From an optimization exercise on the open Yosys and OpenROAD flow, aimed at small area, a short achievable clock period and few clock cycles per item; shortcuts taken in it are not production practice.
At most, simulation tests tie the RTL to the original design; equivalence was not proved.
For run 1, only the layout was checked, not whether the RTL still works.
No activity file was given, so power comes from the tool's default toggle rates.

$ cat flow/flow/run.sh
#!/bin/bash
# The standard layout (standard.sh, its synthesis unchanged) with two changes to how the layout
# is made: the port buffers are buf_2 cells, and timing repair works until the setup slack reaches
# SETUP_SLACK_MARGIN, well above zero at the 10 ns clock. The tools' output goes to standard.log.
set -euo pipefail
export SETUP_SLACK_MARGIN=6.6
export BUFFER_PORTS_ARGS="-buffer_cell sky130_fd_sc_hd__buf_2"
bash standard.sh > standard.log 2>&1
$ cat flow/standard.sh
#!/bin/bash
# synth_recipe.tcl (not shown) runs the flow's synth.tcl, then flattens the netlist and writes it again
# the make line also repeats each setting of config.mk as NAME=value (left out here)
make -C /OpenROAD-flow-scripts/flow DESIGN_CONFIG=/design/flow/config.mk WORK_HOME=/design/flow/orfs CLKGATE_MAP_FILE= SYNTH_SCRIPT=/design/flow/synth_recipe.tcl "${@:-finish}"
$ cat flow/config.mk
export PLATFORM = sky130hd
export DESIGN_NAME = aes_dec_top
export DESIGN_NICKNAME = aes_dec_top
export VERILOG_FILES = /design/flow/design.v
export SDC_FILE = /design/flow/constraint.sdc
export NUM_CORES = 8
export LEC_CHECK = 0
export ABC_CLOCK_PERIOD_IN_PS = 3000
export CAP_MARGIN = 20
export CORE_MARGIN = 2
export CORE_UTILIZATION = 40
export SLEW_MARGIN = 20
$ cat flow/constraint.sdc
create_clock -name core_clock -period 10.0 [get_ports {clk}]
set_input_delay 2.0000 -clock core_clock [delete_from_list [all_inputs] [get_ports {clk}]]
set_output_delay 2.0000 -clock core_clock [all_outputs]
set_load 0.01 [all_outputs]
$ cat flow/design.v
`default_nettype none
module aes_tmi_byte
(
    input  wire [7:0] i,
    output wire [7:0] o
);
    wire t1 = i[4] ^ i[5];
    wire t2 = i[1] ^ i[2];
    wire t3 = i[7] ^ t2;
    wire t4 = i[3] ^ t1;
    assign o[0] = i[1];
    assign o[1] = i[1] ^ t1;
    assign o[2] = i[2] ^ t1;
    wire t5 = i[0] ^ i[4];
    assign o[3] = t2 ^ t5;
    assign o[4] = t4;
    assign o[5] = t3 ^ t4;
    wire t6 = i[0] ^ t1;
    assign o[6] = t3 ^ t6;
    assign o[7] = i[6] ^ t3;
endmodule
module aes_mt_byte
(
    input  wire [7:0] i,
    output wire [7:0] o
);
    wire t1 = i[4] ^ i[5];
    wire t2 = i[0] ^ i[1];
    wire t3 = i[6] ^ t1;
    wire t4 = i[2] ^ i[3];
    wire t5 = t3 ^ t4;
    assign o[0] = t2 ^ t3;
    assign o[1] = i[0];
    assign o[2] = i[2] ^ t2;
    assign o[3] = i[4] ^ t2;
    assign o[4] = i[0] ^ t5;
    assign o[5] = i[1] ^ t5;
    assign o[6] = i[7] ^ t1;
    wire t6 = i[1] ^ i[2];
    assign o[7] = t1 ^ t6;
endmodule
module aes_g_byte
(
    input  wire [7:0] i,
    output wire [7:0] o
);
    wire t1 = i[1] ^ i[5];
    wire t2 = i[2] ^ i[3];
    wire t3 = i[6] ^ t1;
    wire t4 = i[5] ^ i[7];
    wire t5 = i[3] ^ t3;
    wire t6 = i[0] ^ i[6];
    assign o[0] = t2 ^ t6;
    assign o[1] = i[4] ^ t4;
    assign o[2] = i[7] ^ t5;
    assign o[3] = t5;
    wire t7 = i[7] ^ t1;
    assign o[4] = t2 ^ t7;
    assign o[5] = i[4] ^ t3;
    assign o[6] = t2;
    assign o[7] = t4;
endmodule
module aes_tinv_byte
(
    input  wire [7:0] i,
    output wire [7:0] o
);
    wire t1 = i[1] ^ i[7];
    wire t2 = i[2] ^ i[3];
    wire t3 = i[5] ^ t1;
    wire t4 = i[4] ^ i[6];
    wire t5 = t2 ^ t3;
    wire t6 = i[3] ^ t3;
    wire t7 = i[0] ^ i[4];
    assign o[0] = t7 ^ t5;
    assign o[1] = i[7] ^ t4;
    assign o[2] = i[6] ^ t6;
    assign o[3] = t6;
    assign o[4] = t1;
    assign o[5] = i[7] ^ t2;
    assign o[6] = t4 ^ t5;
    assign o[7] = t2;
endmodule
module aes_lin_col
(
    input  wire [31:0] i,
    output wire [31:0] o
);
    wire t1 = i[0] ^ i[28];
    wire t2 = i[16] ^ i[21];
    wire t3 = i[4] ^ i[8];
    wire t4 = i[20] ^ i[24];
    wire t5 = i[13] ^ i[29];
    wire t6 = i[5] ^ i[12];
    wire t7 = i[1] ^ i[26];
    wire t8 = i[2] ^ i[9];
    wire t9 = i[10] ^ i[17];
    wire t10 = i[18] ^ i[25];
    wire t11 = i[6] ^ i[31];
    wire t12 = i[15] ^ i[22];
    wire t13 = i[11] ^ i[14];
    wire t14 = i[23] ^ i[30];
    wire t15 = i[3] ^ i[19];
    wire t16 = i[7] ^ i[27];
    wire t17 = t2 ^ t6;
    wire t18 = t4 ^ t5;
    wire t19 = i[29] ^ i[31];
    wire t20 = i[13] ^ i[15];
    wire t21 = t8 ^ t10;
    wire t22 = i[24] ^ t1;
    wire t23 = t7 ^ t9;
    wire t24 = i[0] ^ t3;
    wire t25 = i[5] ^ t14;
    wire t26 = t15 ^ t21;
    wire t27 = i[3] ^ i[16];
    wire t28 = i[12] ^ i[27];
    wire t29 = i[7] ^ i[8];
    wire t30 = i[14] ^ i[23];
    wire t31 = i[9] ^ t4;
    wire t32 = t3 ^ t5;
    wire t33 = i[11] ^ t2;
    wire t34 = i[2] ^ t12;
    wire t35 = i[18] ^ t11;
    wire t36 = t13 ^ t17;
    wire t37 = i[19] ^ i[22];
    wire t38 = i[4] ^ i[17];
    wire t39 = i[0] ^ i[26];
    wire t40 = i[1] ^ i[25];
    wire t41 = i[21] ^ i[27];
    wire t42 = i[13] ^ i[20];
    wire t43 = i[17] ^ i[19];
    wire t44 = i[21] ^ i[25];
    wire t45 = i[7] ^ i[17];
    wire t46 = i[16] ^ i[28];
    wire t47 = i[21] ^ i[28];
    wire t48 = t8 ^ t28;
    wire t49 = i[5] ^ t16;
    wire t50 = t1 ^ t10;
    wire t51 = t9 ^ t19;
    wire t52 = t6 ^ t29;
    wire t53 = t3 ^ t7;
    wire t54 = i[6] ^ t2;
    wire t55 = t13 ^ t37;
    wire t56 = i[8] ^ t14;
    wire t57 = i[20] ^ t1;
    wire t58 = i[7] ^ t8;
    wire t59 = t1 ^ t41;
    wire t60 = i[30] ^ t11;
    wire t61 = t18 ^ t25;
    wire t62 = i[12] ^ t31;
    wire t63 = i[10] ^ t25;
    wire t64 = t22 ^ t30;
    wire t65 = i[24] ^ t35;
    wire t66 = i[22] ^ t24;
    wire t67 = t33 ^ t63;
    wire t68 = t16 ^ t36;
    wire t69 = i[20] ^ t19;
    wire t70 = t40 ^ t6;
    wire t71 = t69 ^ t70;
    assign o[0] = t66 ^ t71;
    wire t72 = i[25] ^ t12;
    wire t73 = t43 ^ t53;
    wire t74 = t57 ^ t72;
    assign o[1] = t73 ^ t74;
    wire t75 = i[23] ^ i[4];
    wire t76 = t19 ^ t39;
    wire t77 = t75 ^ t76;
    assign o[2] = t77 ^ t68;
    wire t78 = i[14] ^ t16;
    wire t79 = t43 ^ t5;
    wire t80 = t78 ^ t79;
    assign o[3] = t65 ^ t80;
    wire t81 = i[15] ^ i[1];
    wire t82 = t30 ^ t81;
    wire t83 = t18 ^ t24;
    wire t84 = t54 ^ t58;
    wire t85 = t82 ^ t83;
    assign o[4] = t84 ^ t85;
    wire t86 = i[26] ^ t22;
    wire t87 = t55 ^ t58;
    assign o[5] = t86 ^ t87;
    wire t88 = t4 ^ t47;
    wire t89 = t51 ^ t88;
    assign o[6] = t26 ^ t89;
    wire t90 = i[30] ^ i[3];
    wire t91 = i[6] ^ t90;
    wire t92 = t23 ^ t32;
    wire t93 = t91 ^ t92;
    assign o[7] = t68 ^ t93;
    wire t94 = i[1] ^ i[30];
    wire t95 = i[9] ^ t42;
    wire t96 = t46 ^ t94;
    wire t97 = t52 ^ t95;
    assign o[8] = t96 ^ t97;
    wire t98 = t14 ^ t3;
    wire t99 = t40 ^ t46;
    wire t100 = t48 ^ t98;
    assign o[9] = t99 ^ t100;
    wire t101 = i[31] ^ t15;
    wire t102 = t101 ^ t18;
    wire t103 = t34 ^ t52;
    assign o[10] = t102 ^ t103;
    wire t104 = i[14] ^ i[3];
    wire t105 = t104 ^ t12;
    wire t106 = t39 ^ t44;
    wire t107 = t105 ^ t106;
    assign o[11] = t49 ^ t107;
    wire t108 = i[8] ^ i[9];
    wire t109 = t108 ^ t12;
    wire t110 = t109 ^ t17;
    wire t111 = t51 ^ t110;
    assign o[12] = t64 ^ t111;
    wire t112 = i[19] ^ i[27];
    wire t113 = i[30] ^ t112;
    wire t114 = t9 ^ t113;
    wire t115 = t24 ^ t34;
    assign o[13] = t114 ^ t115;
    wire t116 = i[11] ^ i[29];
    wire t117 = i[4] ^ t116;
    wire t118 = t117 ^ t23;
    wire t119 = t49 ^ t50;
    assign o[14] = t118 ^ t119;
    wire t120 = i[6] ^ t12;
    wire t121 = t120 ^ t18;
    wire t122 = t121 ^ t26;
    assign o[15] = t36 ^ t122;
    wire t123 = i[28] ^ t20;
    wire t124 = t38 ^ t123;
    wire t125 = t31 ^ t54;
    assign o[16] = t124 ^ t125;
    wire t126 = i[1] ^ i[4];
    wire t127 = t11 ^ t126;
    wire t128 = t27 ^ t9;
    wire t129 = t127 ^ t128;
    assign o[17] = t129 ^ t62;
    wire t130 = t16 ^ t20;
    wire t131 = t130 ^ t57;
    assign o[18] = t131 ^ t67;
    wire t132 = i[11] ^ i[1];
    wire t133 = i[3] ^ t132;
    wire t134 = t5 ^ t133;
    wire t135 = t34 ^ t56;
    assign o[19] = t134 ^ t135;
    wire t136 = i[16] ^ i[31];
    wire t137 = t10 ^ t136;
    wire t138 = t45 ^ t137;
    wire t139 = t138 ^ t61;
    assign o[20] = t66 ^ t139;
    wire t140 = i[10] ^ i[6];
    wire t141 = t10 ^ t140;
    wire t142 = t27 ^ t28;
    wire t143 = t141 ^ t142;
    assign o[21] = t56 ^ t143;
    wire t144 = t20 ^ t6;
    wire t145 = t144 ^ t53;
    assign o[22] = t145 ^ t26;
    wire t146 = t23 ^ t55;
    wire t147 = t59 ^ t146;
    assign o[23] = t61 ^ t147;
    wire t148 = i[12] ^ i[29];
    wire t149 = t148 ^ t38;
    wire t150 = t44 ^ t149;
    assign o[24] = t150 ^ t64;
    wire t151 = t13 ^ t45;
    wire t152 = t151 ^ t50;
    assign o[25] = t152 ^ t62;
    wire t153 = i[15] ^ i[23];
    wire t154 = t15 ^ t153;
    wire t155 = t47 ^ t154;
    wire t156 = t32 ^ t155;
    assign o[26] = t65 ^ t156;
    wire t157 = i[19] ^ i[9];
    wire t158 = t11 ^ t157;
    assign o[27] = t158 ^ t67;
    wire t159 = i[25] ^ t20;
    wire t160 = t29 ^ t7;
    wire t161 = t159 ^ t160;
    wire t162 = t17 ^ t22;
    wire t163 = t60 ^ t161;
    assign o[28] = t162 ^ t163;
    wire t164 = t13 ^ t27;
    wire t165 = t4 ^ t7;
    wire t166 = t164 ^ t165;
    assign o[29] = t35 ^ t166;
    wire t167 = i[23] ^ t42;
    wire t168 = t167 ^ t23;
    wire t169 = t33 ^ t48;
    assign o[30] = t168 ^ t169;
    wire t170 = i[22] ^ i[5];
    wire t171 = t170 ^ t32;
    wire t172 = t59 ^ t60;
    wire t173 = t171 ^ t172;
    assign o[31] = t26 ^ t173;
endmodule
module aes_norm_byte
(
    input  wire [7:0] z,
    output wire [3:0] d
);
    wire n9 = z[0] ^ z[2];
    wire n10 = z[6] ^ n9;
    wire n11 = z[2] ^ z[5];
    wire n12 = z[6] ^ n11;
    wire n13 = z[7] ^ n12;
    wire n14 = z[1] ^ z[3];
    wire n15 = z[5] ^ n14;
    wire n16 = z[3] ^ z[4];
    wire n17 = z[6] ^ n16;
    wire n18 = z[7] ^ n17;
    wire n19 = z[0] & z[4];
    wire n20 = z[3] & z[5];
    wire n21 = n19 ^ n20;
    wire n22 = z[2] & z[6];
    wire n23 = n21 ^ n22;
    wire n24 = z[1] & z[7];
    wire n25 = n23 ^ n24;
    wire n26 = z[1] & z[4];
    wire n27 = z[0] & z[5];
    wire n28 = n26 ^ n27;
    wire n29 = n20 ^ n28;
    wire n30 = n22 ^ n29;
    wire n31 = z[3] & z[6];
    wire n32 = n30 ^ n31;
    wire n33 = n24 ^ n32;
    wire n34 = z[2] & z[7];
    wire n35 = n33 ^ n34;
    wire n36 = z[2] & z[4];
    wire n37 = z[1] & z[5];
    wire n38 = n36 ^ n37;
    wire n39 = z[0] & z[6];
    wire n40 = n38 ^ n39;
    wire n41 = n31 ^ n40;
    wire n42 = n34 ^ n41;
    wire n43 = z[3] & z[7];
    wire n44 = n42 ^ n43;
    wire n45 = z[3] & z[4];
    wire n46 = z[2] & z[5];
    wire n47 = n45 ^ n46;
    wire n48 = z[1] & z[6];
    wire n49 = n47 ^ n48;
    wire n50 = z[0] & z[7];
    wire n51 = n49 ^ n50;
    wire n52 = n43 ^ n51;
    wire n53 = n10 ^ n25;
    wire n54 = n13 ^ n35;
    wire n55 = n15 ^ n44;
    wire n56 = n18 ^ n52;
    assign d[0] = n53;
    assign d[1] = n54;
    assign d[2] = n55;
    assign d[3] = n56;
endmodule
module aes_s1_byte
(
    input  wire [7:0] z,
    input  wire [3:0] d,
    output wire [7:0] o
);
    wire [3:0] th;
    assign th[0] = (d == 4'd1) | (d == 4'd2) | (d == 4'd4) | (d == 4'd5) | (d == 4'd6) | (d == 4'd8) | (d == 4'd11) | (d == 4'd14);
    assign th[1] = (d == 4'd3) | (d == 4'd5) | (d == 4'd6) | (d == 4'd7) | (d == 4'd8) | (d == 4'd9) | (d == 4'd12) | (d == 4'd14);
    assign th[2] = (d == 4'd3) | (d == 4'd4) | (d == 4'd6) | (d == 4'd7) | (d == 4'd8) | (d == 4'd10) | (d == 4'd11) | (d == 4'd13);
    assign th[3] = (d == 4'd2) | (d == 4'd3) | (d == 4'd4) | (d == 4'd5) | (d == 4'd8) | (d == 4'd10) | (d == 4'd12) | (d == 4'd15);
    wire m13 = th[0] & z[0];
    wire m14 = th[3] & z[1];
    wire m15 = m13 ^ m14;
    wire m16 = th[2] & z[2];
    wire m17 = m15 ^ m16;
    wire m18 = th[1] & z[3];
    wire m19 = m17 ^ m18;
    wire m20 = th[1] & z[0];
    wire m21 = th[0] & z[1];
    wire m22 = m20 ^ m21;
    wire m23 = m14 ^ m22;
    wire m24 = m16 ^ m23;
    wire m25 = th[3] & z[2];
    wire m26 = m24 ^ m25;
    wire m27 = m18 ^ m26;
    wire m28 = th[2] & z[3];
    wire m29 = m27 ^ m28;
    wire m30 = th[2] & z[0];
    wire m31 = th[1] & z[1];
    wire m32 = m30 ^ m31;
    wire m33 = th[0] & z[2];
    wire m34 = m32 ^ m33;
    wire m35 = m25 ^ m34;
    wire m36 = m28 ^ m35;
    wire m37 = th[3] & z[3];
    wire m38 = m36 ^ m37;
    wire m39 = th[3] & z[0];
    wire m40 = th[2] & z[1];
    wire m41 = m39 ^ m40;
    wire m42 = th[1] & z[2];
    wire m43 = m41 ^ m42;
    wire m44 = th[0] & z[3];
    wire m45 = m43 ^ m44;
    wire m46 = m37 ^ m45;
    wire m47 = th[0] & z[4];
    wire m48 = th[3] & z[5];
    wire m49 = m47 ^ m48;
    wire m50 = th[2] & z[6];
    wire m51 = m49 ^ m50;
    wire m52 = th[1] & z[7];
    wire m53 = m51 ^ m52;
    wire m54 = th[1] & z[4];
    wire m55 = th[0] & z[5];
    wire m56 = m54 ^ m55;
    wire m57 = m48 ^ m56;
    wire m58 = m50 ^ m57;
    wire m59 = th[3] & z[6];
    wire m60 = m58 ^ m59;
    wire m61 = m52 ^ m60;
    wire m62 = th[2] & z[7];
    wire m63 = m61 ^ m62;
    wire m64 = th[2] & z[4];
    wire m65 = th[1] & z[5];
    wire m66 = m64 ^ m65;
    wire m67 = th[0] & z[6];
    wire m68 = m66 ^ m67;
    wire m69 = m59 ^ m68;
    wire m70 = m62 ^ m69;
    wire m71 = th[3] & z[7];
    wire m72 = m70 ^ m71;
    wire m73 = th[3] & z[4];
    wire m74 = th[2] & z[5];
    wire m75 = m73 ^ m74;
    wire m76 = th[1] & z[6];
    wire m77 = m75 ^ m76;
    wire m78 = th[0] & z[7];
    wire m79 = m77 ^ m78;
    wire m80 = m71 ^ m79;
    assign o[0] = m19;
    assign o[1] = m29;
    assign o[2] = m38;
    assign o[3] = m46;
    assign o[4] = m53;
    assign o[5] = m63;
    assign o[6] = m72;
    assign o[7] = m80;
endmodule
module aes_inv_s1
(
    input  wire [127:0] x,
    input  wire [63:0]  d,
    input  wire [127:0] kg,
    output wire [127:0] a
);
    wire [127:0] q;
    aes_s1_byte u_0_0 (.z(x[127:120]), .d(d[63:60]), .o(q[127:120]));
    aes_s1_byte u_0_1 (.z(x[119:112]), .d(d[59:56]), .o(q[119:112]));
    aes_s1_byte u_0_2 (.z(x[111:104]), .d(d[55:52]), .o(q[111:104]));
    aes_s1_byte u_0_3 (.z(x[103:96]), .d(d[51:48]), .o(q[103:96]));
    aes_s1_byte u_1_0 (.z(x[95:88]), .d(d[47:44]), .o(q[95:88]));
    aes_s1_byte u_1_1 (.z(x[87:80]), .d(d[43:40]), .o(q[87:80]));
    aes_s1_byte u_1_2 (.z(x[79:72]), .d(d[39:36]), .o(q[79:72]));
    aes_s1_byte u_1_3 (.z(x[71:64]), .d(d[35:32]), .o(q[71:64]));
    aes_s1_byte u_2_0 (.z(x[63:56]), .d(d[31:28]), .o(q[63:56]));
    aes_s1_byte u_2_1 (.z(x[55:48]), .d(d[27:24]), .o(q[55:48]));
    aes_s1_byte u_2_2 (.z(x[47:40]), .d(d[23:20]), .o(q[47:40]));
    aes_s1_byte u_2_3 (.z(x[39:32]), .d(d[19:16]), .o(q[39:32]));
    aes_s1_byte u_3_0 (.z(x[31:24]), .d(d[15:12]), .o(q[31:24]));
    aes_s1_byte u_3_1 (.z(x[23:16]), .d(d[11:8]), .o(q[23:16]));
    aes_s1_byte u_3_2 (.z(x[15:8]), .d(d[7:4]), .o(q[15:8]));
    aes_s1_byte u_3_3 (.z(x[7:0]), .d(d[3:0]), .o(q[7:0]));
    assign a = q ^ kg;
endmodule
module aes_norms
(
    input  wire [127:0] x,
    output wire [63:0]  d
);
    aes_norm_byte n_0_0 (.z(x[127:120]), .d(d[63:60]));
    aes_norm_byte n_0_1 (.z(x[119:112]), .d(d[59:56]));
    aes_norm_byte n_0_2 (.z(x[111:104]), .d(d[55:52]));
    aes_norm_byte n_0_3 (.z(x[103:96]), .d(d[51:48]));
    aes_norm_byte n_1_0 (.z(x[95:88]), .d(d[47:44]));
    aes_norm_byte n_1_1 (.z(x[87:80]), .d(d[43:40]));
    aes_norm_byte n_1_2 (.z(x[79:72]), .d(d[39:36]));
    aes_norm_byte n_1_3 (.z(x[71:64]), .d(d[35:32]));
    aes_norm_byte n_2_0 (.z(x[63:56]), .d(d[31:28]));
    aes_norm_byte n_2_1 (.z(x[55:48]), .d(d[27:24]));
    aes_norm_byte n_2_2 (.z(x[47:40]), .d(d[23:20]));
    aes_norm_byte n_2_3 (.z(x[39:32]), .d(d[19:16]));
    aes_norm_byte n_3_0 (.z(x[31:24]), .d(d[15:12]));
    aes_norm_byte n_3_1 (.z(x[23:16]), .d(d[11:8]));
    aes_norm_byte n_3_2 (.z(x[15:8]), .d(d[7:4]));
    aes_norm_byte n_3_3 (.z(x[7:0]), .d(d[3:0]));
endmodule
module aes_inv_s2
(
    input  wire [127:0] a,
    output wire [127:0] y
);
    wire [127:0] v;
    aes_lin_col l_0 (.i({a[103:96], a[111:104], a[119:112], a[127:120]}), .o({v[103:96], v[111:104], v[119:112], v[127:120]}));
    aes_lin_col l_1 (.i({a[71:64], a[79:72], a[87:80], a[95:88]}), .o({v[71:64], v[79:72], v[87:80], v[95:88]}));
    aes_lin_col l_2 (.i({a[39:32], a[47:40], a[55:48], a[63:56]}), .o({v[39:32], v[47:40], v[55:48], v[63:56]}));
    aes_lin_col l_3 (.i({a[7:0], a[15:8], a[23:16], a[31:24]}), .o({v[7:0], v[15:8], v[23:16], v[31:24]}));
    assign y[127:120] = v[127:120];
    assign y[119:112] = v[23:16];
    assign y[111:104] = v[47:40];
    assign y[103:96] = v[71:64];
    assign y[95:88] = v[95:88];
    assign y[87:80] = v[119:112];
    assign y[79:72] = v[15:8];
    assign y[71:64] = v[39:32];
    assign y[63:56] = v[63:56];
    assign y[55:48] = v[87:80];
    assign y[47:40] = v[111:104];
    assign y[39:32] = v[7:0];
    assign y[31:24] = v[31:24];
    assign y[23:16] = v[55:48];
    assign y[15:8] = v[79:72];
    assign y[7:0] = v[103:96];
endmodule
module aes_z0
(
    input  wire [127:0] ct,
    input  wire [127:0] k10,
    output wire [127:0] z
);
    assign z[127:120] = ct[127:120] ^ k10[127:120];
    assign z[119:112] = ct[23:16] ^ k10[23:16];
    assign z[111:104] = ct[47:40] ^ k10[47:40];
    assign z[103:96] = ct[71:64] ^ k10[71:64];
    assign z[95:88] = ct[95:88] ^ k10[95:88];
    assign z[87:80] = ct[119:112] ^ k10[119:112];
    assign z[79:72] = ct[15:8] ^ k10[15:8];
    assign z[71:64] = ct[39:32] ^ k10[39:32];
    assign z[63:56] = ct[63:56] ^ k10[63:56];
    assign z[55:48] = ct[87:80] ^ k10[87:80];
    assign z[47:40] = ct[111:104] ^ k10[111:104];
    assign z[39:32] = ct[7:0] ^ k10[7:0];
    assign z[31:24] = ct[31:24] ^ k10[31:24];
    assign z[23:16] = ct[55:48] ^ k10[55:48];
    assign z[15:8] = ct[79:72] ^ k10[79:72];
    assign z[7:0] = ct[103:96] ^ k10[103:96];
endmodule
module aes_tmi_word
(
    input  wire [31:0] i,
    output wire [31:0] o
);
    aes_tmi_byte b0 (.i(i[31:24]), .o(o[31:24]));
    aes_tmi_byte b1 (.i(i[23:16]), .o(o[23:16]));
    aes_tmi_byte b2 (.i(i[15:8]), .o(o[15:8]));
    aes_tmi_byte b3 (.i(i[7:0]), .o(o[7:0]));
endmodule
module aes_mt_word
(
    input  wire [31:0] i,
    output wire [31:0] o
);
    aes_mt_byte b0 (.i(i[31:24]), .o(o[31:24]));
    aes_mt_byte b1 (.i(i[23:16]), .o(o[23:16]));
    aes_mt_byte b2 (.i(i[15:8]), .o(o[15:8]));
    aes_mt_byte b3 (.i(i[7:0]), .o(o[7:0]));
endmodule
module aes_g_word
(
    input  wire [31:0] i,
    output wire [31:0] o
);
    aes_g_byte b0 (.i(i[31:24]), .o(o[31:24]));
    aes_g_byte b1 (.i(i[23:16]), .o(o[23:16]));
    aes_g_byte b2 (.i(i[15:8]), .o(o[15:8]));
    aes_g_byte b3 (.i(i[7:0]), .o(o[7:0]));
endmodule
module aes_tinv_word
(
    input  wire [31:0] i,
    output wire [31:0] o
);
    aes_tinv_byte b0 (.i(i[31:24]), .o(o[31:24]));
    aes_tinv_byte b1 (.i(i[23:16]), .o(o[23:16]));
    aes_tinv_byte b2 (.i(i[15:8]), .o(o[15:8]));
    aes_tinv_byte b3 (.i(i[7:0]), .o(o[7:0]));
endmodule
module aes_kc_word
(
    output wire [31:0] o
);
    assign o = 32'haeaeaeae;
endmodule
module aes_c63_word
(
    output wire [31:0] o
);
    assign o = {4{8'h55}};
endmodule
`default_nettype wire
`default_nettype none
module aes_round_key_store
(
    input  logic         clk,
    input  logic         key_we,
    input  logic [5:0]   key_addr,
    input  logic [31:0]  key_wdata,
    input  logic [31:0]  wdata_z,      
    input  logic [9:0]   round_sel,    
    output logic [127:0] round_key,    
    output logic [127:0] last_key      
);
    logic [31:0] mem [44];
    logic [31:0] wdata_g;
    logic [31:0] c63;
    logic [31:0] kc;
    logic        pend_q;
    logic [5:0]  pend_addr_q;
    logic [31:0] pend_data_q;
    aes_g_word i_g (
        .i (pend_data_q),
        .o (wdata_g)
    );
    aes_kc_word i_kc (
        .o (kc)
    );
    aes_c63_word i_c63 (
        .o (c63)
    );
    always_ff @(posedge clk)
    begin
        pend_q      <= key_we && (key_addr < 6'd40);
        pend_addr_q <= key_addr;
        pend_data_q <= key_wdata;
    end
    always_ff @(posedge clk)
    begin
        for (int i = 0; i < 44; i++)
        begin
            if (i >= 40)
            begin
                if (key_we && (key_addr == 6'(i)))
                begin
                    mem[i] <= wdata_z ^ c63;
                end
            end
            else if (pend_q && (pend_addr_q == 6'(i)))
            begin
                mem[i] <= (i >= 4) ? (wdata_g ^ kc) : wdata_g;
            end
        end
    end
    assign last_key = {mem[40], mem[41], mem[42], mem[43]};
    always_comb
    begin
        round_key = '0;
        for (int r = 0; r < 10; r++)
        begin
            if (round_sel[r])
            begin
                round_key = round_key | {mem[4 * r], mem[4 * r + 1], mem[4 * r + 2], mem[4 * r + 3]};
            end
        end
    end
endmodule
`default_nettype wire
`default_nettype none
module aes_dec_regs
(
    input  logic         clk,
    input  logic         reset,
    input  logic [11:0]  paddr,
    input  logic         psel,
    input  logic         penable,
    input  logic         pwrite,
    input  logic [31:0]  pwdata,
    output logic [31:0]  prdata,
    output logic         pready,
    output logic         pslverr,
    input  logic         fin,         
    input  logic [127:0] plaintext,   
    output logic         key_we,
    output logic [5:0]   key_addr,
    output logic [31:0]  key_wdata,
    output logic         start,
    output logic [31:0]  wdata_z,     
    output logic [127:0] ciphertext   
);
    logic        busy;
    logic        done;
    logic        busy_n;
    logic        done_n;
    logic        key_hit;
    logic        din_hit;
    logic        ctrl_hit;
    logic        stat_hit;
    logic        dout_hit;
    logic        err_n;
    logic [31:0] rd_n;
    logic [31:0] prdata_q;
    logic        err_q;
    logic        wr_q;       
    logic        key_q;
    logic        din_q;
    logic        ctrl_q;
    logic [5:0]  widx_q;
    logic        we;
    logic [31:0] ct_word;
    logic [31:0] pt_word;
    logic [31:0] ct_std;
    logic [31:0] pt_std;
    assign busy_n = busy && !fin;
    assign done_n = done || fin;
    assign key_hit  = (paddr < 12'h0b0);
    assign din_hit  = (paddr[11:4] == 8'h10);
    assign ctrl_hit = (paddr[11:2] == 10'h044);
    assign stat_hit = (paddr[11:2] == 10'h045);
    assign dout_hit = (paddr[11:4] == 8'h12);
    assign err_n = !(key_hit || din_hit || ctrl_hit || stat_hit || dout_hit)
                   || (pwrite && busy_n && (key_hit || din_hit || ctrl_hit))
                   || (pwrite && (stat_hit || dout_hit));
    assign ct_word = ciphertext[127 - 32 * paddr[3:2] -: 32];
    assign pt_word = plaintext[127 - 32 * paddr[3:2] -: 32];
    aes_mt_word i_ct_back (
        .i (ct_word),
        .o (ct_std)
    );
    aes_tinv_word i_pt_back (
        .i (pt_word),
        .o (pt_std)
    );
    aes_tmi_word i_wdata_z (
        .i (pwdata),
        .o (wdata_z)
    );
    always_comb
    begin
        rd_n = '0;  
        if (stat_hit)
        begin
            rd_n = {30'd0, done_n, busy_n};
        end
        else if (din_hit)
        begin
            rd_n = ct_std;
        end
        else if (dout_hit)
        begin
            rd_n = pt_std;
        end
    end
    always_ff @(posedge clk)
    begin
        prdata_q <= rd_n;
        err_q    <= err_n;
        wr_q     <= pwrite && !err_n;
        key_q    <= key_hit;
        din_q    <= din_hit;
        ctrl_q   <= ctrl_hit;
        widx_q   <= paddr[7:2];
    end
    assign prdata  = prdata_q;
    assign pslverr = err_q;
    assign pready  = 1'b1;  
    assign we        = psel && penable && wr_q;
    assign key_we    = we && key_q;
    assign key_addr  = widx_q;
    assign key_wdata = pwdata;
    assign start     = we && ctrl_q && pwdata[0];
    always_ff @(posedge clk)
    begin
        if (we && din_q)
        begin
            ciphertext[127 - 32 * widx_q[1:0] -: 32] <= wdata_z;
        end
    end
    always_ff @(posedge clk)
    begin
        if (reset)
        begin
            busy <= 1'b0;
            done <= 1'b0;
        end
        else if (start)
        begin
            busy <= 1'b1;
            done <= 1'b0;
        end
        else if (fin)
        begin
            busy <= 1'b0;
            done <= 1'b1;
        end
    end
endmodule
`default_nettype wire
`default_nettype none
module aes_dec_engine
(
    input  logic         clk,
    input  logic         reset,
    input  logic         start,
    input  logic [127:0] ciphertext,
    input  logic [127:0] last_key,
    input  logic [127:0] round_key,
    output logic [9:0]   round_sel,   
    output logic         fin,         
    output logic [127:0] plaintext
);
    logic         run;
    logic         ph;        
    logic [9:0]   rsel;      
    logic         pend_q;
    logic         z_ok_q;    
    logic         go;
    logic [127:0] state_q;
    logic [63:0]  norm_q;    
    logic [127:0] state_d;
    logic [63:0]  norm_d;
    logic [127:0] a_q;
    logic [127:0] z0;
    logic [127:0] s1_out;
    logic [127:0] s2_out;
    assign round_sel = rsel;
    assign plaintext = a_q;
    aes_z0 i_z0 (
        .ct  (ciphertext),
        .k10 (last_key),
        .z   (z0)
    );
    aes_inv_s1 i_s1 (
        .x  (state_q),
        .d  (norm_q),
        .kg (round_key),
        .a  (s1_out)
    );
    aes_inv_s2 i_s2 (
        .a (a_q),
        .y (s2_out)
    );
    assign go  = (start || pend_q) && z_ok_q && !run;
    assign fin = run && ph && rsel[0];
    assign state_d = run ? s2_out : z0;
    aes_norms i_norms (
        .x (state_d),
        .d (norm_d)
    );
    always_ff @(posedge clk)
    begin
        state_q <= state_d;
        norm_q  <= norm_d;
        if (go || (run && !ph))
        begin
            a_q <= s1_out;
        end
    end
    always_ff @(posedge clk)
    begin
        if (reset)
        begin
            run    <= 1'b0;
            ph     <= 1'b0;
            rsel   <= 10'b10_0000_0000;
            pend_q <= 1'b0;
            z_ok_q <= 1'b0;
        end
        else
        begin
            pend_q <= (start || pend_q) && !go;
            z_ok_q <= !run;
            if (go)
            begin
                run  <= 1'b1;
                ph   <= 1'b1;
                rsel <= 10'b01_0000_0000;
            end
            else if (run)
            begin
                ph <= !ph;
                if (!ph)
                begin
                    if (rsel[0])
                    begin
                        run  <= 1'b0;
                        rsel <= 10'b10_0000_0000;
                    end
                    else
                    begin
                        rsel <= rsel >> 1;
                    end
                end
            end
        end
    end
endmodule
`default_nettype wire
`default_nettype none
module aes_dec_top
(
    input  logic        clk,
    input  logic        reset,
    input  logic [11:0] paddr,
    input  logic        psel,
    input  logic        penable,
    input  logic        pwrite,
    input  logic [31:0] pwdata,
    output logic [31:0] prdata,
    output logic        pready,
    output logic        pslverr
);
    logic         key_we;
    logic [5:0]   key_addr;
    logic [31:0]  key_wdata;
    logic         start;
    logic         fin;
    logic [127:0] ciphertext;
    logic [127:0] plaintext;
    logic [127:0] round_key;
    logic [127:0] last_key;
    logic [31:0]  wdata_z;
    logic [9:0]   round_sel;
    aes_dec_regs i_aes_dec_regs (
        .clk        (clk),
        .reset      (reset),
        .paddr      (paddr),
        .psel       (psel),
        .penable    (penable),
        .pwrite     (pwrite),
        .pwdata     (pwdata),
        .prdata     (prdata),
        .pready     (pready),
        .pslverr    (pslverr),
        .fin        (fin),
        .plaintext  (plaintext),
        .key_we     (key_we),
        .key_addr   (key_addr),
        .key_wdata  (key_wdata),
        .start      (start),
        .wdata_z    (wdata_z),
        .ciphertext (ciphertext)
    );
    aes_round_key_store i_aes_round_key_store (
        .clk       (clk),
        .key_we    (key_we),
        .key_addr  (key_addr),
        .key_wdata (key_wdata),
        .wdata_z   (wdata_z),
        .round_sel (round_sel),
        .round_key (round_key),
        .last_key  (last_key)
    );
    aes_dec_engine i_aes_dec_engine (
        .clk        (clk),
        .reset      (reset),
        .start      (start),
        .ciphertext (ciphertext),
        .last_key   (last_key),
        .round_key  (round_key),
        .round_sel  (round_sel),
        .fin        (fin),
        .plaintext  (plaintext)
    );
endmodule
`default_nettype wire
==> summary.txt, run 1 <==
Synth top cells by count edfxtp_1 (1664), xnor2_1 (1194), nand2_1 (614); Power Density approximately 160 nW/um2; top-level I/O count slightly above 80; CTS tree built; Synth area leaders edfxtp_1 (53%), xnor2_1 (11%), dfxtp_1 (6.1%), xor2_1 (4.2%), a22oi_1 (3.6%); Total GRT Usage 25.1%; Buffers on Ports 79; Internal Pwr Total around 0.014 W; CTS H-tree lvls 4; #FFs+latches synth slightly below 2000; vias in the first global route slightly below 60000; Core Rows roughly 180; area grow syn2layout 16.3%; Post-synth EDFFs about 1700; element type at the critical path start input port; sequential area share after synthesis between 50% and 60%; ys async rst share 0%; vias per cell roughly 5.7; Seq pwr share 51.8%; P_sw 0.00388 W; RSZ-0062 raised after global routing true; static leakage 38.4 nW; main flop type after synthesis edfxtp_1; Core Footprint about 240000 um2; TritonCTS Sinks between 1500 and 2000; Final Cycle Share approximately a third; slew margin rel. between 20% and 30%; most frequent CP cell xnor2_2; largest net degree at the start of global routing approximately 110; Iter 0 DRT Violations 8266; 1st-pass router iterations 6; vias just over 60000; status complete, no violations; Max Cap Viol 0; Hold Buf Count CTS 0; Die Y approximately 490 um; worst vdd ir around 0.14 mV; global route total overflow 0; Final min period roughly 3.5 ns; CP arrival roughly 4.2 ns; Setup TNS 0 ns; NumNets Final 7615; Gate power share ~4.8%; number of fill cells roughly 21000; drt wl/cell 28.7 um; CP max stage delay roughly 0.59 ns; crit-path max FO 8; Post-Synthesis Cells about 7300; DP HPWL about 200 mm; ANT nets after route 0; Worst path slowest cell mux4_2; hold_ws between 0.3 and 0.4 ns; critical path class in2reg; clock transition at the registers of the reported paths about 0.060 ns; antenna violations before repair 12; Mean Syn Cell Area 13.0 um2; routability cong. about 0.96; die footprint 241000 um2; post-synth top area share 52.8%; FMAX 288 MHz; Ys Warns 4; number of distinct library cells after synthesis slightly below 80; die width around 500 um; crit path cell chain buf_16 > mux4_2 > xor2_4 > xnor2_2 > xnor2_2 > xnor2_1 > a22oi_2 > mux2i_1; count leader, synth edfxtp_1; Switching Share between 20 and 25%; final setup fails 0; Synthesized Nets roughly 7400; Clock Path Buffers 3; DRC violations left 0; synthesized cell area 94700 um2; share of cells above drive strength 1 15.2%; Root Driver clkbuf_16; Max Clock Skew between 0.05 and 0.06 ns; leading area contributor after synthesis edfxtp_1; Fin. Hold Viols 0; Worst setup EP type flop; final slew viol count 0; clock power share between 40% and 50%; clock latency on the worst-skew pair 0.88 ns; Initial Util approximately two fifths; Worst EP required 10.69 ns; Hold WC Path Type reg2reg; Inserted Clock Buffers a little under 200; worst slew pin tran 1.13 ns; total routed wirelength 312 mm; first-pass GRT wire length roughly 440 mm
## cell type report
cell class / instances / area (um2) / share of cell area, %
Antenna cell: 4 / 10.0 / 0.00909
Sequential cell: 1954 / 55800 / 50.7
Clock buffer: 263 / 5440 / 4.94
Clock inverter: 113 / 1270 / 1.15
Inverter: 268 / 1010 / 0.922
Tap cell: 3150 / 3940 / 3.58
Timing Repair Buffer: 467 / 4180 / 3.80
Multi-Input combinational cell: 4637 / 38400 / 34.9
## worst paths after layout
kind,from,end,slack (ns),cells after the start
worst max-delay path,paddr[3],i_aes_dec_regs.prdata_q[0],6.53,8
worst min-delay path,i_aes_dec_regs.widx_q[4],i_aes_round_key_store.pend_addr_q[4],0.40,0
worst max register to register,i_aes_dec_engine.rsel[9],i_aes_dec_engine.a_q[122],6.57,8
worst min register to register,i_aes_dec_regs.widx_q[4],i_aes_round_key_store.pend_addr_q[4],0.40,0
## state kept, by name (all words and copies together) (netlist names), 6 cells and up
register,flops
i_aes_dec_engine.state_q,128
i_aes_dec_engine.norm_q,64
i_aes_round_key_store.mem,1408
i_aes_dec_engine.rsel,10
i_aes_dec_regs.widx_q,6
i_aes_round_key_store.pend_addr_q,6
i_aes_dec_regs.prdata_q,32
i_aes_dec_regs.ciphertext,128
i_aes_round_key_store.pend_data_q,32
i_aes_dec_engine.a_q,128
## power by group through the flow
stage / Combinational [W] / Sequential (W) / Clock, W
global placement: 0.000748 / 0.00928 / 0
global route: 0.000898 / 0.00911 / 0.00801
floorplan: 0.000450 / 0.00928 / 0
CTS: 0.000788 / 0.00911 / 0.00770
detailed placement: 0.000770 / 0.00929 / 0
finish: 0.000847 / 0.00911 / 0.00762
## layer usage
metal	part of all wire, %	wire [um]	track usage, %
met1	43	133000	35.9
met4	4.2	13000	10.2
met2	44	138000	37.6
met3	8.9	27800	4.75
met5	0.0058	18	0
## layout by cell type (no fill, tap or decap), drive strengths merged, types with 39 or more instances in the layout
| cell | instances |
|---|---|
| dfxtp | 290 |
| xnor2 | 1217 |
| inv | 273 |
| nor2 | 293 |
| xnor3 | 123 |
| xor2 | 458 |
| nand4 | 130 |
| a22oi | 452 |
| o21ai | 269 |
| nand2 | 615 |
| clkbuf | 266 |
| edfxtp | 1664 |
| clkinv | 84 |
| ha | 39 |
| a221oi | 145 |
| mux4 | 64 |
| buf | 460 |
| a22o | 130 |
| o22ai | 148 |
| a21oi | 160 |
## critical path, delay by kind of cell
| family | cells | cell delay (ns) |
|---|---|---|
| AO/OA/AOI/OAI | 1 | 0.53 |
| XOR/XNOR | 4 | 0.73 |
| buffers and inverters | 1 | 0.13 |
| multiplexers | 2 | 0.76 |
## kinds of logic after synthesis
kind of cell | count (synthesis) | synth area share, %
muxes | 124 | 2.20
xor gates and xnor gates | 1818 | 19.2
buffers and inverters | 708 | 2.95
DFF | 1954 | 58.9
AOI/OAI and AO/OA | 1435 | 10.6
and+or+nand+nor | 1219 | 5.66
other | 1 | 0.00396
adders and majority gates | 39 | 0.515
## stage by stage
stage | util (%) | std cells | setup slack [ns] | power, W | area [um2]
global placement | 42.1 | 10200 | 4.39 | 0.0100 | 99200
detailed placement | 42.1 | 10200 | 4.35 | 0.0101 | 99200
CTS | 45.9 | 10700 | 6.46 | 0.0176 | 108000
global route | 46.8 | 10900 | 6.52 | 0.0180 | 110000
floorplan | - | 7298 | 6.28 | 0.00973 | 95300
finish | 46.8 | 10900 | 6.53 | 0.0176 | 110000
## repair_timing
action / CTS / global route
gates resized for setup: 169 / 96
setup buffers: 122 / 131
endpoints found under the setup margin: 241 / 93
cloned: 4 / 1
pin swaps: 6 / 26
==> run 2, diff against run 1 <==
--- a/flow/design.v
+++ b/flow/design.v
@@ -20,24 +20,4 @@
     assign o[7] = i[6] ^ t3;
 endmodule
-module aes_mt_byte
-(
-    input  wire [7:0] i,
-    output wire [7:0] o
-);
-    wire t1 = i[4] ^ i[5];
-    wire t2 = i[0] ^ i[1];
-    wire t3 = i[6] ^ t1;
-    wire t4 = i[2] ^ i[3];
-    wire t5 = t3 ^ t4;
-    assign o[0] = t2 ^ t3;
-    assign o[1] = i[0];
-    assign o[2] = i[2] ^ t2;
-    assign o[3] = i[4] ^ t2;
-    assign o[4] = i[0] ^ t5;
-    assign o[5] = i[1] ^ t5;
-    assign o[6] = i[7] ^ t1;
-    wire t6 = i[1] ^ i[2];
-    assign o[7] = t1 ^ t6;
-endmodule
 module aes_g_byte
 (
@@ -309,45 +289,42 @@
     wire n18 = z[7] ^ n17;
     wire n19 = z[0] & z[4];
-    wire n20 = z[3] & z[5];
-    wire n21 = n19 ^ n20;
-    wire n22 = z[2] & z[6];
-    wire n23 = n21 ^ n22;
-    wire n24 = z[1] & z[7];
-    wire n25 = n23 ^ n24;
-    wire n26 = z[1] & z[4];
-    wire n27 = z[0] & z[5];
-    wire n28 = n26 ^ n27;
-    wire n29 = n20 ^ n28;
-    wire n30 = n22 ^ n29;
-    wire n31 = z[3] & z[6];
-    wire n32 = n30 ^ n31;
-    wire n33 = n24 ^ n32;
-    wire n34 = z[2] & z[7];
-    wire n35 = n33 ^ n34;
-    wire n36 = z[2] & z[4];
-    wire n37 = z[1] & z[5];
-    wire n38 = n36 ^ n37;
-    wire n39 = z[0] & z[6];
-    wire n40 = n38 ^ n39;
-    wire n41 = n31 ^ n40;
-    wire n42 = n34 ^ n41;
+    wire n20 = z[1] & z[4];
+    wire n21 = z[0] & z[5];
+    wire n22 = n20 ^ n21;
+    wire n23 = z[2] & z[4];
+    wire n24 = z[1] & z[5];
+    wire n25 = z[0] & z[6];
+    wire n26 = n23 ^ n24;
+    wire n27 = n25 ^ n26;
+    wire n28 = z[3] & z[4];
+    wire n29 = z[2] & z[5];
+    wire n30 = z[1] & z[6];
+    wire n31 = z[0] & z[7];
+    wire n32 = n28 ^ n29;
+    wire n33 = n30 ^ n31;
+    wire n34 = n32 ^ n33;
+    wire n35 = z[3] & z[5];
+    wire n36 = z[2] & z[6];
+    wire n37 = z[1] & z[7];
+    wire n38 = n35 ^ n36;
+    wire n39 = n37 ^ n38;
+    wire n40 = z[3] & z[6];
+    wire n41 = z[2] & z[7];
+    wire n42 = n40 ^ n41;
     wire n43 = z[3] & z[7];
-    wire n44 = n42 ^ n43;
-    wire n45 = z[3] & z[4];
-    wire n46 = z[2] & z[5];
-    wire n47 = n45 ^ n46;
-    wire n48 = z[1] & z[6];
-    wire n49 = n47 ^ n48;
-    wire n50 = z[0] & z[7];
-    wire n51 = n49 ^ n50;
-    wire n52 = n43 ^ n51;
-    wire n53 = n10 ^ n25;
-    wire n54 = n13 ^ n35;
-    wire n55 = n15 ^ n44;
-    wire n56 = n18 ^ n52;
-    assign d[0] = n53;
-    assign d[1] = n54;
-    assign d[2] = n55;
-    assign d[3] = n56;
+    wire n44 = n19 ^ n39;
+    wire n45 = n22 ^ n42;
+    wire n46 = n39 ^ n45;
+    wire n47 = n27 ^ n43;
+    wire n48 = n42 ^ n47;
+    wire n49 = n34 ^ n43;
+    wire n50 = n10 ^ n44;
+    wire n51 = n13 ^ n46;
+    wire n52 = n15 ^ n48;
+    wire n53 = n18 ^ n49;
+    assign d[0] = n50;
+    assign d[1] = n51;
+    assign d[2] = n52;
+    assign d[3] = n53;
 endmodule
 module aes_s1_byte
@@ -362,80 +339,74 @@
     assign th[2] = (d == 4'd3) | (d == 4'd4) | (d == 4'd6) | (d == 4'd7) | (d == 4'd8) | (d == 4'd10) | (d == 4'd11) | (d == 4'd13);
     assign th[3] = (d == 4'd2) | (d == 4'd3) | (d == 4'd4) | (d == 4'd5) | (d == 4'd8) | (d == 4'd10) | (d == 4'd12) | (d == 4'd15);
-    wire m13 = th[0] & z[0];
-    wire m14 = th[3] & z[1];
+    wire m12 = th[0] & z[0];
+    wire m13 = th[1] & z[0];
+    wire m14 = th[0] & z[1];
     wire m15 = m13 ^ m14;
-    wire m16 = th[2] & z[2];
-    wire m17 = m15 ^ m16;
-    wire m18 = th[1] & z[3];
-    wire m19 = m17 ^ m18;
-    wire m20 = th[1] & z[0];
-    wire m21 = th[0] & z[1];
-    wire m22 = m20 ^ m21;
-    wire m23 = m14 ^ m22;
-    wire m24 = m16 ^ m23;
-    wire m25 = th[3] & z[2];
-    wire m26 = m24 ^ m25;
-    wire m27 = m18 ^ m26;
-    wire m28 = th[2] & z[3];
-    wire m29 = m27 ^ m28;
-    wire m30 = th[2] & z[0];
-    wire m31 = th[1] & z[1];
+    wire m16 = th[2] & z[0];
+    wire m17 = th[1] & z[1];
+    wire m18 = th[0] & z[2];
+    wire m19 = m16 ^ m17;
+    wire m20 = m18 ^ m19;
+    wire m21 = th[3] & z[0];
+    wire m22 = th[2] & z[1];
+    wire m23 = th[1] & z[2];
+    wire m24 = th[0] & z[3];
+    wire m25 = m21 ^ m22;
+    wire m26 = m23 ^ m24;
+    wire m27 = m25 ^ m26;
+    wire m28 = th[3] & z[1];
+    wire m29 = th[2] & z[2];
+    wire m30 = th[1] & z[3];
+    wire m31 = m28 ^ m29;
     wire m32 = m30 ^ m31;
-    wire m33 = th[0] & z[2];
-    wire m34 = m32 ^ m33;
-    wire m35 = m25 ^ m34;
-    wire m36 = m28 ^ m35;
-    wire m37 = th[3] & z[3];
-    wire m38 = m36 ^ m37;
-    wire m39 = th[3] & z[0];
-    wire m40 = th[2] & z[1];
-    wire m41 = m39 ^ m40;
-    wire m42 = th[1] & z[2];
-    wire m43 = m41 ^ m42;
-    wire m44 = th[0] & z[3];
-    wire m45 = m43 ^ m44;
-    wire m46 = m37 ^ m45;
-    wire m47 = th[0] & z[4];
-    wire m48 = th[3] & z[5];
-    wire m49 = m47 ^ m48;
-    wire m50 = th[2] & z[6];
+    wire m33 = th[3] & z[2];
+    wire m34 = th[2] & z[3];
+    wire m35 = m33 ^ m34;
+    wire m36 = th[3] & z[3];
+    wire m37 = m12 ^ m32;
+    wire m38 = m15 ^ m35;
+    wire m39 = m32 ^ m38;
+    wire m40 = m20 ^ m36;
+    wire m41 = m35 ^ m40;
+    wire m42 = m27 ^ m36;
+    wire m43 = th[0] & z[4];
+    wire m44 = th[1] & z[4];
+    wire m45 = th[0] & z[5];
+    wire m46 = m44 ^ m45;
+    wire m47 = th[2] & z[4];
+    wire m48 = th[1] & z[5];
+    wire m49 = th[0] & z[6];
+    wire m50 = m47 ^ m48;
     wire m51 = m49 ^ m50;
-    wire m52 = th[1] & z[7];
-    wire m53 = m51 ^ m52;
-    wire m54 = th[1] & z[4];
-    wire m55 = th[0] & z[5];
-    wire m56 = m54 ^ m55;
-    wire m57 = m48 ^ m56;
-    wire m58 = m50 ^ m57;
-    wire m59 = th[3] & z[6];
-    wire m60 = m58 ^ m59;
-    wire m61 = m52 ^ m60;
-    wire m62 = th[2] & z[7];
+    wire m52 = th[3] & z[4];
+    wire m53 = th[2] & z[5];
+    wire m54 = th[1] & z[6];
+    wire m55 = th[0] & z[7];
+    wire m56 = m52 ^ m53;
+    wire m57 = m54 ^ m55;
+    wire m58 = m56 ^ m57;
+    wire m59 = th[3] & z[5];
+    wire m60 = th[2] & z[6];
+    wire m61 = th[1] & z[7];
+    wire m62 = m59 ^ m60;
     wire m63 = m61 ^ m62;
-    wire m64 = th[2] & z[4];
-    wire m65 = th[1] & z[5];
+    wire m64 = th[3] & z[6];
+    wire m65 = th[2] & z[7];
     wire m66 = m64 ^ m65;
-    wire m67 = th[0] & z[6];
-    wire m68 = m66 ^ m67;
-    wire m69 = m59 ^ m68;
-    wire m70 = m62 ^ m69;
-    wire m71 = th[3] & z[7];
-    wire m72 = m70 ^ m71;
-    wire m73 = th[3] & z[4];
-    wire m74 = th[2] & z[5];
-    wire m75 = m73 ^ m74;
-    wire m76 = th[1] & z[6];
-    wire m77 = m75 ^ m76;
-    wire m78 = th[0] & z[7];
-    wire m79 = m77 ^ m78;
-    wire m80 = m71 ^ m79;
-    assign o[0] = m19;
-    assign o[1] = m29;
-    assign o[2] = m38;
-    assign o[3] = m46;
-    assign o[4] = m53;
-    assign o[5] = m63;
+    wire m67 = th[3] & z[7];
+    wire m68 = m43 ^ m63;
+    wire m69 = m46 ^ m66;
+    wire m70 = m63 ^ m69;
+    wire m71 = m51 ^ m67;
+    wire m72 = m66 ^ m71;
+    wire m73 = m58 ^ m67;
+    assign o[0] = m37;
+    assign o[1] = m39;
+    assign o[2] = m41;
+    assign o[3] = m42;
+    assign o[4] = m68;
+    assign o[5] = m70;
     assign o[6] = m72;
-    assign o[7] = m80;
+    assign o[7] = m73;
 endmodule
 module aes_inv_s1
@@ -520,40 +491,22 @@
     output wire [127:0] z
 );
-    assign z[127:120] = ct[127:120] ^ k10[127:120];
-    assign z[119:112] = ct[23:16] ^ k10[23:16];
-    assign z[111:104] = ct[47:40] ^ k10[47:40];
-    assign z[103:96] = ct[71:64] ^ k10[71:64];
-    assign z[95:88] = ct[95:88] ^ k10[95:88];
-    assign z[87:80] = ct[119:112] ^ k10[119:112];
-    assign z[79:72] = ct[15:8] ^ k10[15:8];
-    assign z[71:64] = ct[39:32] ^ k10[39:32];
-    assign z[63:56] = ct[63:56] ^ k10[63:56];
-    assign z[55:48] = ct[87:80] ^ k10[87:80];
-    assign z[47:40] = ct[111:104] ^ k10[111:104];
-    assign z[39:32] = ct[7:0] ^ k10[7:0];
-    assign z[31:24] = ct[31:24] ^ k10[31:24];
-    assign z[23:16] = ct[55:48] ^ k10[55:48];
-    assign z[15:8] = ct[79:72] ^ k10[79:72];
-    assign z[7:0] = ct[103:96] ^ k10[103:96];
-endmodule
-module aes_tmi_word
-(
-    input  wire [31:0] i,
-    output wire [31:0] o
-);
-    aes_tmi_byte b0 (.i(i[31:24]), .o(o[31:24]));
-    aes_tmi_byte b1 (.i(i[23:16]), .o(o[23:16]));
-    aes_tmi_byte b2 (.i(i[15:8]), .o(o[15:8]));
-    aes_tmi_byte b3 (.i(i[7:0]), .o(o[7:0]));
-endmodule
-module aes_mt_word
-(
-    input  wire [31:0] i,
-    output wire [31:0] o
-);
-    aes_mt_byte b0 (.i(i[31:24]), .o(o[31:24]));
-    aes_mt_byte b1 (.i(i[23:16]), .o(o[23:16]));
-    aes_mt_byte b2 (.i(i[15:8]), .o(o[15:8]));
-    aes_mt_byte b3 (.i(i[7:0]), .o(o[7:0]));
+    wire [127:0] t;
+    aes_tmi_byte m_0_0 (.i(ct[127:120] ^ k10[127:120]), .o(t[127:120]));
+    aes_tmi_byte m_0_1 (.i(ct[23:16] ^ k10[23:16]), .o(t[119:112]));
+    aes_tmi_byte m_0_2 (.i(ct[47:40] ^ k10[47:40]), .o(t[111:104]));
+    aes_tmi_byte m_0_3 (.i(ct[71:64] ^ k10[71:64]), .o(t[103:96]));
+    aes_tmi_byte m_1_0 (.i(ct[95:88] ^ k10[95:88]), .o(t[95:88]));
+    aes_tmi_byte m_1_1 (.i(ct[119:112] ^ k10[119:112]), .o(t[87:80]));
+    aes_tmi_byte m_1_2 (.i(ct[15:8] ^ k10[15:8]), .o(t[79:72]));
+    aes_tmi_byte m_1_3 (.i(ct[39:32] ^ k10[39:32]), .o(t[71:64]));
+    aes_tmi_byte m_2_0 (.i(ct[63:56] ^ k10[63:56]), .o(t[63:56]));
+    aes_tmi_byte m_2_1 (.i(ct[87:80] ^ k10[87:80]), .o(t[55:48]));
+    aes_tmi_byte m_2_2 (.i(ct[111:104] ^ k10[111:104]), .o(t[47:40]));
+    aes_tmi_byte m_2_3 (.i(ct[7:0] ^ k10[7:0]), .o(t[39:32]));
+    aes_tmi_byte m_3_0 (.i(ct[31:24] ^ k10[31:24]), .o(t[31:24]));
+    aes_tmi_byte m_3_1 (.i(ct[55:48] ^ k10[55:48]), .o(t[23:16]));
+    aes_tmi_byte m_3_2 (.i(ct[79:72] ^ k10[79:72]), .o(t[15:8]));
+    aes_tmi_byte m_3_3 (.i(ct[103:96] ^ k10[103:96]), .o(t[7:0]));
+    assign z = t ^ {16{8'h55}};
 endmodule
 module aes_g_word
@@ -583,10 +536,4 @@
     assign o = 32'haeaeaeae;
 endmodule
-module aes_c63_word
-(
-    output wire [31:0] o
-);
-    assign o = {4{8'h55}};
-endmodule
 `default_nettype wire
 `default_nettype none
@@ -597,5 +544,4 @@
     input  logic [5:0]   key_addr,
     input  logic [31:0]  key_wdata,
-    input  logic [31:0]  wdata_z,      
     input  logic [9:0]   round_sel,    
     output logic [127:0] round_key,    
@@ -604,5 +550,4 @@
     logic [31:0] mem [44];
     logic [31:0] wdata_g;
-    logic [31:0] c63;
     logic [31:0] kc;
     logic        pend_q;
@@ -616,7 +561,4 @@
         .o (kc)
     );
-    aes_c63_word i_c63 (
-        .o (c63)
-    );
     always_ff @(posedge clk)
     begin
@@ -633,5 +575,5 @@
                 if (key_we && (key_addr == 6'(i)))
                 begin
-                    mem[i] <= wdata_z ^ c63;
+                    mem[i] <= key_wdata;
                 end
             end
@@ -675,6 +617,5 @@
     output logic [31:0]  key_wdata,
     output logic         start,
-    output logic [31:0]  wdata_z,     
-    output logic [127:0] ciphertext   
+    output logic [127:0] ciphertext
 );
     logic        busy;
@@ -699,5 +640,4 @@
     logic [31:0] ct_word;
     logic [31:0] pt_word;
-    logic [31:0] ct_std;
     logic [31:0] pt_std;
     assign busy_n = busy && !fin;
@@ -713,16 +653,8 @@
     assign ct_word = ciphertext[127 - 32 * paddr[3:2] -: 32];
     assign pt_word = plaintext[127 - 32 * paddr[3:2] -: 32];
-    aes_mt_word i_ct_back (
-        .i (ct_word),
-        .o (ct_std)
-    );
     aes_tinv_word i_pt_back (
         .i (pt_word),
         .o (pt_std)
     );
-    aes_tmi_word i_wdata_z (
-        .i (pwdata),
-        .o (wdata_z)
-    );
     always_comb
     begin
@@ -734,5 +666,5 @@
         else if (din_hit)
         begin
-            rd_n = ct_std;
+            rd_n = ct_word;
         end
         else if (dout_hit)
@@ -763,5 +695,5 @@
         if (we && din_q)
         begin
-            ciphertext[127 - 32 * widx_q[1:0] -: 32] <= wdata_z;
+            ciphertext[127 - 32 * widx_q[1:0] -: 32] <= pwdata;
         end
     end
@@ -909,5 +841,4 @@
     logic [127:0] round_key;
     logic [127:0] last_key;
-    logic [31:0]  wdata_z;
     logic [9:0]   round_sel;
     aes_dec_regs i_aes_dec_regs (
@@ -928,5 +859,4 @@
         .key_wdata  (key_wdata),
         .start      (start),
-        .wdata_z    (wdata_z),
         .ciphertext (ciphertext)
     );
@@ -936,5 +866,4 @@
         .key_addr  (key_addr),
         .key_wdata (key_wdata),
-        .wdata_z   (wdata_z),
         .round_sel (round_sel),
         .round_key (round_key),
--- a/flow/config.mk
+++ b/flow/config.mk
@@ -6,7 +6,8 @@
 export NUM_CORES = 8
 export LEC_CHECK = 0
-export ABC_CLOCK_PERIOD_IN_PS = 3000
 export CAP_MARGIN = 20
 export CORE_MARGIN = 2
 export CORE_UTILIZATION = 40
+export CTS_CLUSTER_DIAMETER = 100
+export CTS_CLUSTER_SIZE = 25
 export SLEW_MARGIN = 20
==> run 2 against run 1 <==
  * Synthesized area increased by 1.6%
  * Total power decreased by 18%
  * Clock skew increased by 0.012 ns
  * Die area increased by 1.6%
  * Clock-buffer cell count decreased by 117
  * Final cell count decreased by 0.59%
  * Critical path depth increased by 2
  * Combinational power decreased by 18%
  * Worst hold slack got worse by 0.013 ns
  * Flip-flop and latch count unchanged
  * Highest routed layer is now met4
  * First-iteration DRC count decreased by 7.1%
  * Non-clock buffer count decreased by 14
==> summary.txt, run 2 <==
worst slew pin tran 1.18 ns (+0.0484 ns); Hold Buf Count CTS 0 (unchanged); clock latency on the worst-skew pair 0.81 ns (-0.07 ns); Max Clock Skew 0.0666 ns (+0.0115 ns); Setup TNS 0 ns (unchanged); vias per cell 5.75 (+0.50%); CP arrival 4.25 ns (+0.09 ns); largest net degree at the start of global routing 108 (-2.7%); FF-to-FF setup slack 6.51 ns (-0.06 ns); hold_ws 0.386 ns (-0.0129 ns); Hold WC Path Type reg2reg; total routed wirelength 322 mm (+3.2%); slew margin rel. 21.7% (-2.7 points); number of distinct library cells after synthesis 78 (+1.3%); Buffers on Ports 79 (unchanged); r2r worst-path depth 10 (+2); TritonCTS Sinks 1954 (unchanged); Worst setup EP type flop; Final Cycle Share 34.9% (+0.19 points); max reg flops 1408 (unchanged); Finished Cell Area 108000 um2 (-2.3%); Synth top cells by count edfxtp_1 (1664), xnor2_1 (1312), nand2_1 (776); Top reg by flops i_aes_round_key_store.mem; count leader, synth edfxtp_1; multi-input logic area 40000 um2 (+4.2%); ANT nets after route 0 (unchanged); worst vdd ir 0.152 mV (+8.2%); Final min period 3.49 ns (+0.0191 ns); Root Driver clkbuf_16; final slew viol count 0 (unchanged); RSZ-0062 raised after global routing true; commonest non-fill, non-tap cell in the layout edfxtp_1; Synth area leaders edfxtp_1 (52%), xnor2_1 (12%), dfxtp_1 (6.0%), xor2_1 (3.8%), xnor3_1 (3.5%); element type at the critical path start flop; static leakage 36.8 nW (-4.1%); Die Y 494 um (+0.78%); hold depth 0 (unchanged); routability cong. 0.981 (+2.0%); drt wl/cell 29.8 um (+3.8%); crit-path max FO 6 (-2); ys async rst share 0% (unchanged); die width 494 um (+0.78%); Post-synth EDFFs 1664 (unchanged); Reg area 55800 um2 (about the same); Post-Synthesis Cells 7383 (+1.2%); Ys Warns 4 (unchanged); Max Cap Viol 0 (unchanged); CTS H-tree lvls 3 (-1); FMAX 286 MHz (-0.55%); Design Power 0.0143 W (-18%); post-synth top area share 51.9% (-0.82 points); Fin. Hold Viols 0 (unchanged); placed cell area 101000 um2 (+1.4%); main flop type after synthesis edfxtp_1; r2r endpoint i_aes_dec_engine.norm_q[3]; 1st-pass router iterations 6 (unchanged); Synthesized Nets 7471 (+1.2%); DRC violations left 0 (unchanged); top-level I/O count 83 (unchanged); hold path endpoint i_aes_round_key_store.pend_addr_q[3]; NumNets Final 7608 (-0.092%); dpl ws 4.34 ns (-0.00546 ns); status complete, no violations; Total GRT Usage 25.6% (+0.47 points); sequential area share after synthesis 58.0% (-0.92 points); CTS tree built; Core Footprint 240000 um2 (+1.9%); share of cells above drive strength 1 13.4% (-1.8 points); clock transition at the registers of the reported paths 0.10 ns (+0.04 ns); leading area contributor after synthesis edfxtp_1; synthesized cell area 96200 um2 (+1.6%); die footprint 244000 um2 (+1.6%); critical path class reg2reg; Worst EP required 10.76 ns (+0.07 ns); Power Density 133 nW/um2 (-17%); final setup fails 0 (unchanged); #FFs+latches synth 1954 (unchanged); vias in the first global route 57600 (-0.92%); Core Rows 180 (+1.1%); Final WS setup 6.51 ns (-0.0191 ns); Mean Syn Cell Area 13.0 um2 (+0.41%); Clock Path Buffers 3 (unchanged); global route total overflow 0 (unchanged); Initial Util 40.1% (-0.12 points); Worst Hold Launch i_aes_dec_regs.widx_q[3]; commonest cells after routing, fill and taps aside edfxtp_1 (1664), xnor2_1 (1207), nand2_1 (774); antenna violations before repair 16 (+4); first-pass GRT wire length 446 mm (+2.2%); area grow syn2layout 11.8%; Iter 0 DRT Violations 7682 (-7.1%); Worst R2R Start i_aes_dec_engine.a_q[109]; number of fill cells 21500 (+4.5%); Inserted Clock Buffers 94 (-53%); DP HPWL 209 mm (+4.3%); vias 62000 (-0.093%)
==> run 2: cell types whose count changed after synthesis, sizes merged, moves of 22 or more <==
cell | previous run | this run
clkbuf | 289 | 251
xnor3 | 123 | 154
o21ai | 269 | 354
nor2 | 293 | 204
nand2 | 614 | 776
xor2 | 458 | 422
o22ai | 148 | 17
a21oi | 160 | 138
mux2i | 38 | 79
inv | 266 | 218
xnor2 | 1217 | 1337
==> run 2: worst max-delay path by stage <==
stage,startpoint,end,slack [ns],cells after the start
final,i_aes_dec_engine.a_q[109],i_aes_dec_engine.norm_q[3],6.51,10
after global routing,i_aes_dec_engine.a_q[109],i_aes_dec_engine.norm_q[3],6.41,10
after CTS,i_aes_dec_engine.a_q[127],i_aes_dec_engine.norm_q[1],6.45,8
after detailed placement,paddr[3],i_aes_dec_regs.prdata_q[6],4.34,8
after global placement,paddr[3],i_aes_dec_regs.prdata_q[6],4.40,8
after floorplan,paddr[3],i_aes_dec_regs.prdata_q[0],6.21,9
==> run 2: cell type report <==
type | instances | area share, %
repair inverters | 2 | 0.0140
clock inverters | 24 | 0.343
flip-flops and latches | 1954 | 51.9
diodes | 13 | 0.0302
inverters | 219 | 0.777
well taps | 3185 | 3.70
multi-input cells | 4796 | 37.2
clock buffers | 146 | 2.39
repair buffers | 453 | 3.62
==> run 2: critical path: stages (launching register included) <==
cell,delay (ns)
edfxtp_1,0.62
xnor2_1,0.53
xnor3_1,0.43
xnor3_1,0.39
nand2_1,0.07
o21ai_1,0.50
ha_1,0.30
xor2_1,0.18
xnor2_1,0.16
xnor2_1,0.15
xnor2_1,0.13
==> run 2: routing by layer <==
layer  routed length [um]  GRT usage (%)  vias up
li1                     -              -    26900
met1               134000           36.3    31400
met2               142000           38.3     3124
met3                30800           4.92      536
met4                15300           11.0        0
met5                    0              0        -
==> run 2: cells by family after synthesis <==
family	share of synthesized area, %
other cells	0.00390
compound gates	9.74
mux	2.86
fa+ha+maj	0.507
xor+xnor	20.4
simple gates	5.88
buf+inv	2.64
flops	58.0
==> run 2: power breakdown <==
part / internal, W / switching, W
Sequential: 0.00905 / 0.0000259
Combinational: 0.000167 / 0.000531
Clock: 0.00186 / 0.00270
==> run 2: per-stage QoR <==
| stage | util, % | cells |
|---|---|---|
| floorplan | - | 7383 |
| global placement | 41.9 | 10300 |
| detailed placement | 41.9 | 10300 |
| CTS | 44.1 | 10700 |
| global route | 44.8 | 10800 |
| finish | 44.8 | 10800 |
==> run 2: timing repair <==
item,CTS,global route
endpoints found under the hold margin,0,0
gates resized for setup,168,96
cloned,8,1
pin swaps,10,19
buffers inserted,130,116
setup endpoints to repair,365,171
Testbench counts of run 2, summed over its fixed seeds: cycles 6,912, blocks 192.

==> what the ideal ports hide <==
How much do the figures lean on ideal ports? The routed layouts below were timed once more, with nothing changed but the port constraints. Step 1, drivers: a clkbuf_16 drives clk and a buf_2 each remaining input, both assumed. Step 2, shift: input delay + t, output delay - t, t = (earliest + latest rising clock arrival at the registers) / 2. This alone moves slack from input paths to output paths. Slacks: ideal / step 1 / step 2; pairs: ideal / step 1.
run	t, ns	setup slack, ns	worst setup path at the end	latest minus earliest clock arrival (ns)	worst slew at a driven data input, ns
run 1	0.949	6.525 / 6.426 / 5.477	input to register	0.057 / 0.056	0.21
run 2	0.886	6.506 / 6.506 / 5.711	input to register	0.074 / 0.074	0.19
After both steps setup and hold are still met in every run listed. The setup slack of run 1, which loses most, moves by -0.099 ns with the drivers and by -1.048 ns with both steps.
